Source: an optimization exercise on an open RTL-to-GDS flow (aim: small area and a short achievable clock period). Production flows keep margins and buffers that such runs may drop. Only simulation tests tie the RTL to the original design; equivalence was not proved. Power is estimated from default activity; no workload was simulated.

===== design/flow/constraint.sdc =====
create_clock -name core_clock -period 5.0 [get_ports {i_Clk}]
set_input_delay 1.0000 -clock core_clock [delete_from_list [all_inputs] [get_ports {i_Clk}]]
set_output_delay 1.0000 -clock core_clock [all_outputs]
set_load 0.01 [all_outputs]

===== design/flow/design.v =====
package conv_types_pkg;
    typedef logic [8-1:0] pixel_t;
    typedef struct packed {
        pixel_t p2;     
        pixel_t p1;
        pixel_t p0;     
    } column_t;
    typedef struct packed {
        column_t c2;    
        column_t c1;
        column_t c0;    
    } window_t;
    typedef logic [9-1:0] fm_addr_t;
endpackage
package conv_ctrl_pkg;
    typedef enum logic [1:0] {
        IDLE  = 2'b00,
        WORK  = 2'b01,
        PAUSE = 2'b10
    } conv_state_e;
    typedef logic [1:0] fill_t;
    typedef struct packed {
        logic shift;      
        logic clear;      
        logic full_new;   
    } win_ctrl_t;
endpackage
`timescale 1ns/1ps
module conv_ctrl (
    input  logic                    i_Clk,
    input  logic                    i_reset,
    input  logic                    i_f_start,
    input  logic                    i_f_stop,
    output conv_ctrl_pkg::win_ctrl_t o_win_ctrl
);
    conv_ctrl_pkg::conv_state_e state_q;
    conv_ctrl_pkg::conv_state_e state_d;
    conv_ctrl_pkg::fill_t       fill_q;
    conv_ctrl_pkg::fill_t       fill_d;
    logic                       full_new_q;
    always_comb begin
        state_d = state_q;
        fill_d  = fill_q;
        case (state_q)
            conv_ctrl_pkg::IDLE: begin
                fill_d = '0;
                if (i_f_start)
                    state_d = conv_ctrl_pkg::WORK;
            end
            conv_ctrl_pkg::WORK: begin
                if (fill_q != conv_ctrl_pkg::fill_t'(3))
                    fill_d = fill_q + conv_ctrl_pkg::fill_t'(1);
                if (i_f_stop)
                    state_d = conv_ctrl_pkg::PAUSE;
            end
            conv_ctrl_pkg::PAUSE: begin
                if (i_f_start)
                    state_d = conv_ctrl_pkg::WORK;    
                else if (i_f_stop)
                    state_d = conv_ctrl_pkg::IDLE;
            end
            default: begin
                state_d = conv_ctrl_pkg::IDLE;
                fill_d  = '0;
            end
        endcase
    end
    always_ff @(posedge i_Clk or negedge i_reset) begin
        if (!i_reset) begin
            state_q    <= conv_ctrl_pkg::IDLE;
            fill_q     <= '0;
            full_new_q <= 1'b0;
        end else begin
            state_q    <= state_d;
            fill_q     <= fill_d;
            full_new_q <= (state_q == conv_ctrl_pkg::WORK) &&
                          (fill_q >= conv_ctrl_pkg::fill_t'(2));
        end
    end
    assign o_win_ctrl.shift    = (state_q == conv_ctrl_pkg::WORK);
    assign o_win_ctrl.clear    = (state_q == conv_ctrl_pkg::IDLE);
    assign o_win_ctrl.full_new = full_new_q;
endmodule
`timescale 1ns/1ps
module conv_window (
    input  logic                     i_Clk,
    input  logic                     i_reset,
    input  conv_ctrl_pkg::win_ctrl_t i_win_ctrl,
    input  conv_types_pkg::column_t  i_column,
    output conv_types_pkg::window_t  o_window
);
    conv_types_pkg::window_t win_q;
    always_ff @(posedge i_Clk or negedge i_reset) begin
        if (!i_reset) begin
            win_q <= '0;
        end else if (i_win_ctrl.clear) begin
            win_q <= '0;
        end else if (i_win_ctrl.shift) begin
            win_q.c0 <= win_q.c1;    
            win_q.c1 <= win_q.c2;
            win_q.c2 <= i_column;
        end
    end
    assign o_window = win_q;
endmodule
`timescale 1ns/1ps
module conv_mac (
    input  logic                    i_Clk,
    input  logic                    i_reset,
    input  conv_types_pkg::window_t i_window,
    input  logic                    i_full_new,
    output conv_types_pkg::pixel_t  o_data,
    output logic                    o_valid
);
    localparam int BW    = 8;
    localparam int TAPS  = 3 * 3;
    localparam int SUM_W = 2 * BW + $clog2(TAPS);   
    localparam logic [TAPS*BW-1:0] KERNEL = {
        8'(1), 8'(1), 8'(1),
        8'(1), 8'(1), 8'(1),
        8'(1), 8'(1), 8'(1)
    };
    logic [TAPS-1:0][BW-1:0] win_px;
    logic [SUM_W-1:0]        sum;
    assign win_px = i_window;
    always_comb begin
        sum = '0;
        for (int i = 0; i < TAPS; i++) begin
            sum = sum + SUM_W'(win_px[i]) * SUM_W'(KERNEL[i*BW +: BW]);
        end
    end
    always_ff @(posedge i_Clk or negedge i_reset) begin
        if (!i_reset) begin
            o_data  <= '0;
            o_valid <= 1'b0;
        end else begin
            o_valid <= i_full_new;
            if (i_full_new)
                o_data <= sum[BW-1:0];    
        end
    end
endmodule
`timescale 1ns/1ps
module feature_map_ram (
    input  logic                     i_Clk,
    input  logic                     i_reset,
    input  logic                     i_clear,
    input  logic                     i_wr_en,
    input  conv_types_pkg::pixel_t   i_wr_data,
    input  conv_types_pkg::fm_addr_t i_rd_addr,
    output conv_types_pkg::pixel_t   o_rd_data,
    output logic                     o_fm_full
);
    conv_types_pkg::pixel_t   mem [0:417-1];
    conv_types_pkg::fm_addr_t wr_ptr;
    logic                     wr_ok;
    assign o_fm_full = (wr_ptr == conv_types_pkg::fm_addr_t'(417));
    assign wr_ok     = i_wr_en && !o_fm_full && !i_clear;   
    always_ff @(posedge i_Clk or negedge i_reset) begin
        if (!i_reset)
            wr_ptr <= '0;
        else if (i_clear)
            wr_ptr <= '0;
        else if (wr_ok)
            wr_ptr <= wr_ptr + conv_types_pkg::fm_addr_t'(1);
    end
    always_ff @(posedge i_Clk) begin
        if (wr_ok)
            mem[wr_ptr] <= i_wr_data;
        if (i_rd_addr < conv_types_pkg::fm_addr_t'(417))
            o_rd_data <= mem[i_rd_addr];
        else
            o_rd_data <= '0;
    end
endmodule
`timescale 1ns/1ps
module conv_top (
    input  logic                     i_Clk,
    input  logic                     i_reset,
    input  conv_types_pkg::column_t  i_column,
    input  logic                     i_f_start,
    input  logic                     i_f_stop,
    input  conv_types_pkg::fm_addr_t i_rd_addr,
    output conv_types_pkg::pixel_t   o_data,
    output logic                     o_valid,
    output logic                     o_fm_full,
    output conv_types_pkg::pixel_t   o_rd_data
);
    conv_ctrl_pkg::win_ctrl_t win_ctrl;
    conv_types_pkg::window_t  window;
    conv_ctrl u_ctrl (
        .i_Clk      (i_Clk),
        .i_reset    (i_reset),
        .i_f_start  (i_f_start),
        .i_f_stop   (i_f_stop),
        .o_win_ctrl (win_ctrl)
    );
    conv_window u_window (
        .i_Clk      (i_Clk),
        .i_reset    (i_reset),
        .i_win_ctrl (win_ctrl),
        .i_column   (i_column),
        .o_window   (window)
    );
    conv_mac u_mac (
        .i_Clk      (i_Clk),
        .i_reset    (i_reset),
        .i_window   (window),
        .i_full_new (win_ctrl.full_new),
        .o_data     (o_data),
        .o_valid    (o_valid)
    );
    feature_map_ram u_fm_ram (
        .i_Clk      (i_Clk),
        .i_reset    (i_reset),
        .i_clear    (win_ctrl.clear),
        .i_wr_en    (o_valid),
        .i_wr_data  (o_data),
        .i_rd_addr  (i_rd_addr),
        .o_rd_data  (o_rd_data),
        .o_fm_full  (o_fm_full)
    );
endmodule

===== design/flow/config.mk =====
export PLATFORM = sky130hd
export DESIGN_NAME = conv_top
export DESIGN_NICKNAME = conv_top
export VERILOG_FILES = /design/flow/design.v
export SDC_FILE = /design/flow/constraint.sdc
export NUM_CORES = 4
export LEC_CHECK = 0
export CAP_MARGIN = 20
export CORE_MARGIN = 2
export CORE_UTILIZATION = 45
export SLEW_MARGIN = 20
export SYNTH_MEMORY_MAX_BITS = 8192

===== design/flow/run.sh =====
#!/bin/bash
# synth_recipe.tcl (not shown) runs the flow's synth.tcl, then flattens the netlist and writes it again
# the make line also repeats each setting of config.mk as NAME=value (left out here)
make -C /OpenROAD-flow-scripts/flow DESIGN_CONFIG=/design/flow/config.mk WORK_HOME=/design/flow/orfs CLKGATE_MAP_FILE= SYNTH_SCRIPT=/design/flow/synth_recipe.tcl finish

==> results.txt <==
## cell usage after synthesis (5+ instances only)
cell | count | share of area, %
buf_6 | 33 | 0.28
a2111oi_0 | 9 | 0.059
dfrtp_1 | 95 | 1.8
a31oi_1 | 19 | 0.088
a22oi_1 | 45 | 0.25
and3_1 | 5 | 0.023
nand4_1 | 8 | 0.037
xor2_1 | 9 | 0.059
o211ai_1 | 17 | 0.095
nor2b_1 | 11 | 0.051
xnor2_1 | 19 | 0.12
nand3_1 | 23 | 0.085
a21oi_1 | 63 | 0.23
dfxtp_1 | 8 | 0.12
nor3_1 | 18 | 0.067
o32ai_1 | 8 | 0.052
ha_1 | 14 | 0.13
a22o_1 | 7 | 0.046
a211oi_1 | 14 | 0.078
buf_4 | 58 | 0.32
o31ai_1 | 6 | 0.033
nor2_1 | 474 | 1.3
o21ai_0 | 109 | 0.40
nand2_1 | 335 | 0.93
mux2i_1 | 159 | 1.2
o221ai_1 | 19 | 0.12
inv_1 | 68 | 0.19
a221oi_1 | 18 | 0.12
edfxtp_1 | 3336 | 74
fa_1 | 45 | 0.67
buf_2 | 73 | 0.27
buf_1 | 19 | 0.053
mux2_2 | 12 | 0.10
nor4_1 | 7 | 0.033
mux4_2 | 900 | 15
clkbuf_1 | 198 | 0.55
o22ai_1 | 40 | 0.19
## cell usage in the layout, fill, tap and decap left out, types with 10 or more instances in the layout
master and count:
edfxtp_1 3336, mux2i_1 159, clkinv_16 10, o21ai_0 109, ha_1 14, nand2_1 325, a21oi_1 63, clkinv_2 58
mux2_2 12, diode_2 14, clkinvlp_4 13, nand2_4 10, clkbuf_1 75, o211ai_1 17, buf_12 59, inv_1 67
a221oi_1 18, bufinv_16 35, xnor2_1 19, buf_4 251, clkbuf_16 354, clkdlybuf4s50_1 43, mux4_2 900, nor2_1 471
o221ai_1 19, nand3_1 19, nor3_1 18, o22ai_1 40, dfrtp_1 85, fa_1 45, clkinv_1 76, a31oi_1 19
a211oi_1 14, a22oi_1 45
## sequential cells by signal (all words and copies together) (netlist names)
signal              cells
u_ctrl.full_new_q       1
u_fm_ram.mem         3336
u_window.win_q         72
u_mac.o_data            8
u_ctrl.fill_q           2
u_mac.o_valid           1
u_fm_ram.wr_ptr         9
u_fm_ram.o_rd_data      8
u_ctrl.state_q          2
## worst paths after layout
| kind | from | endpoint | slack (ns) | depth (start not counted) |
|---|---|---|---|---|
| worst max-delay path | u_fm_ram.wr_ptr[1] | u_fm_ram.mem[29][7] | 0.43 | 11 |
| worst min-delay path | i_reset | u_window.win_q[51] | 0.19 | 1 |
| worst max register to register | u_fm_ram.wr_ptr[1] | u_fm_ram.mem[29][7] | 0.43 | 11 |
| worst min register to register | u_window.win_q[5] | u_window.win_q[5] | 0.48 | 2 |
| max in group asynchronous | i_reset | u_window.win_q[23] | 3.80 | 2 |
| min in group core_clock | u_window.win_q[5] | u_window.win_q[5] | 0.48 | 2 |
## power by group
part / internal (mW) / switching [mW]
clock: 15.0 / 11.3
sequential: 35.9 / 0.617
combinational: 1.97 / 6.86
total: 52.9 / 18.7
## metal layers
layer  vias up  global-route usage [%]
met5         -                       0
met4        12                   9.717
met1     36680                   35.22
met2      3719                   38.22
met3       674                   4.584
li1      26970                       -
## layout make-up
class	count	area, sq um
well taps	3939	4928
fillers	23260	144300
inverters	71	279.0
diodes	14	35.03
repair buffers	359	3575
flip-flops and latches	3439	102700
clock buffers	435	9223
clock inverters	210	2280
multi-input cells	2487	29910
## metrics by stage
| stage | setup WS (ns) | area, sq um | hold slack (ns) |
|---|---|---|---|
| 6_report | 0.4263 | 153000 | 0.1880 |
| 5_1_grt | 0.2520 | 153000 | 0.2712 |
| 4_1_cts | 0.4326 | 152900 | 0.1903 |
| 3_5_place_dp | 0.4088 | 141400 | 0.4744 |
| 3_3_place_gp | 0.09325 | 141400 | 0.4721 |
| 2_1_floorplan | 1.119 | 134700 | 0.3519 |
## logic make-up after synthesis
group                      count (synthesis)  synth area share [%]
muxes                                   1071                 16.33
adders and majority gates                 59                0.7988
and+or+nand+nor                          905                 2.681
buffers and inverters                    452                 1.673
xor gates and xnor gates                  28                0.1821
AOI/OAI and AO/OA                        424                 2.086
DFF                                     3439                 76.25
==> summary.md <==
| Metric | Value |
|---|---|
| Worst EP arrival | `5.12 ns` |
| Crit path time final | `4.574 ns` |
| Peak Freq | `218.6 MHz` |
| Die Footprint | `303700 sq um` |
| DR DRC count | `0` |
| IO buf count | `54` |
| Initial antenna violation count | `27` |
| # rows | `200` |
| Final Hold Vio Count | `0` |
| Synth warn | `4` |
| Power, Total | `71.65 mW` |
| CP peak stage delay | `0.80 ns` |
| Clock sinks | `3439` |
| Crit path max-delay family | `simple AND/OR/NAND/NOR gates` |
| Top FF cell, synth | `edfxtp_1` |
| Post-synth EDFFs | `3336` |
| Clock root cell | `clkbuf_16` |
| DP HPWL | `230600 um` |
| Sum Neg Setup Slack | `0 ns` |
| Routed vias/inst | `6.212` |
| TritonCTS clock tree | `done` |
| Power density cells | `468.4 nW/um^2` |
| DR WL/cell | `34.36 um` |
| Crit path cell chain | `inv_1 > ha_1 > or3b_4 > nor3_1 > buf_4 > nor2b_1 > o21ai_1 > nor2b_1 > buf_4 > nand2_1 > nor2_1` |
| Grt ovf | `0` |
| First-pass DRT Iterations | `6` |
| Data required time of the worst path | `5.55 ns` |
| Synthesis-stage register bit count | `3439` |
| Register area share after synthesis | `76.25%` |
| Top Layer Used | `met5` |
| Synth Instances | `6378` |
| Ports | `55` |
| Buf/Inv on CP | `3` |
| CTS Hold Bufs | `0` |
| WL met2 | `176400 um` |
| Pleak | `48.26 nW` |
| # setup viols final | `0` |
| Post-cts resize count | `0` |
| Async SR Flop Fraction | `2.762%` |
| DR WL met3 | `35170 um` |
| Setup Fix Bufs, Post-CTS | `0` |
| Met1 Routed Length | `149100 um` |
| Finished Layout Cells | `10950` |
| Die H | `551.1 um` |
| RSZ-0062 raised after global routing | `false` |
| Die X | `551.1 um` |
| Largest net degree at the start of global routing | `177` |
| Syn Area/Cell | `21.12 sq um` |
| Clk Latency, worst-skew pair | `0.94 ns` |
| Headroom to the max-slew limit | `14.09%` |
| Via Count | `68050` |
| Global Route Usage Sum | `24.76%` |
| Initial DRC count | `9660` |
| Syn Nets | `6474` |
| Placed cell count | `10290` |
| Clock Path Buffers | `4` |
| Core Area | `297300 sq um` |
| Critical Path End Type | `flip-flop` |
| GPL Wtd Cong | `0.8772` |
| Final WL | `376400 um` |
| Actual slew at the worst max-slew pin | `1.283 ns` |
| Synth cell types | `68` |
| Worst-path clk slew | `0.06 ns` |
| Number of max-cap violations | `0` |
| Layout Area Growth over Synthesis | `13.57%` |
| CP max stage cell | `nor2_1` |
| Startpoint class of the critical path | `flip-flop` |
| Final Max Tran Viols | `0` |
| First-pass GRT wire length | `527800 um` |
| VDD IR max | `0.4769 mV` |
| Worst hold path class | `input pin to async pin` |
| Crit Path Class | `flip-flop to flip-flop` |
| ANT nets after route | `0` |
| Layout cells sized above 1 | `25.28%` |
| Worst Clk Skew | `0.05456 ns` |
| Max Fanout on Critical Path | `15` |
| Mapped Area | `134700 sq um` |
| CTS Buf Count | `352` |
| Initial Util | `45.31%` |
| Final Util | `51.46%` |
| Ratio of final minimum period to clock period | `91.47%` |
| Layout Nets | `6806` |
| H-tree depth | `5` |
| Vias in the first global route | `67350` |
| Status | `timing/DRC/antenna clean` |

==> separate check: timing with driven ports <==
How much do the figures lean on ideal ports? The routed layout below was timed once more, with nothing changed but the port constraints. Step 1 assumes that a clkbuf_16 drives the clock port and a buf_2 every other input. Step 2 times the ports against the registers' clock, not the clock port: input delays grow and output delays shrink by t, the midpoint of the rising clock arrivals with the driver on. Three values: ideal ports, drivers, drivers and shift; two values: the first two.
t (ns): 1.026
setup WS [ns]: 0.426 / 0.426 / 0.278
clock arrival spread, ns: 0.067 / 0.067
pins driven straight from the clock port: 1
After both steps setup and hold are still met in this run. For this run, drivers alone change the setup slack by 0.000 ns; drivers and shift together by -0.148 ns.
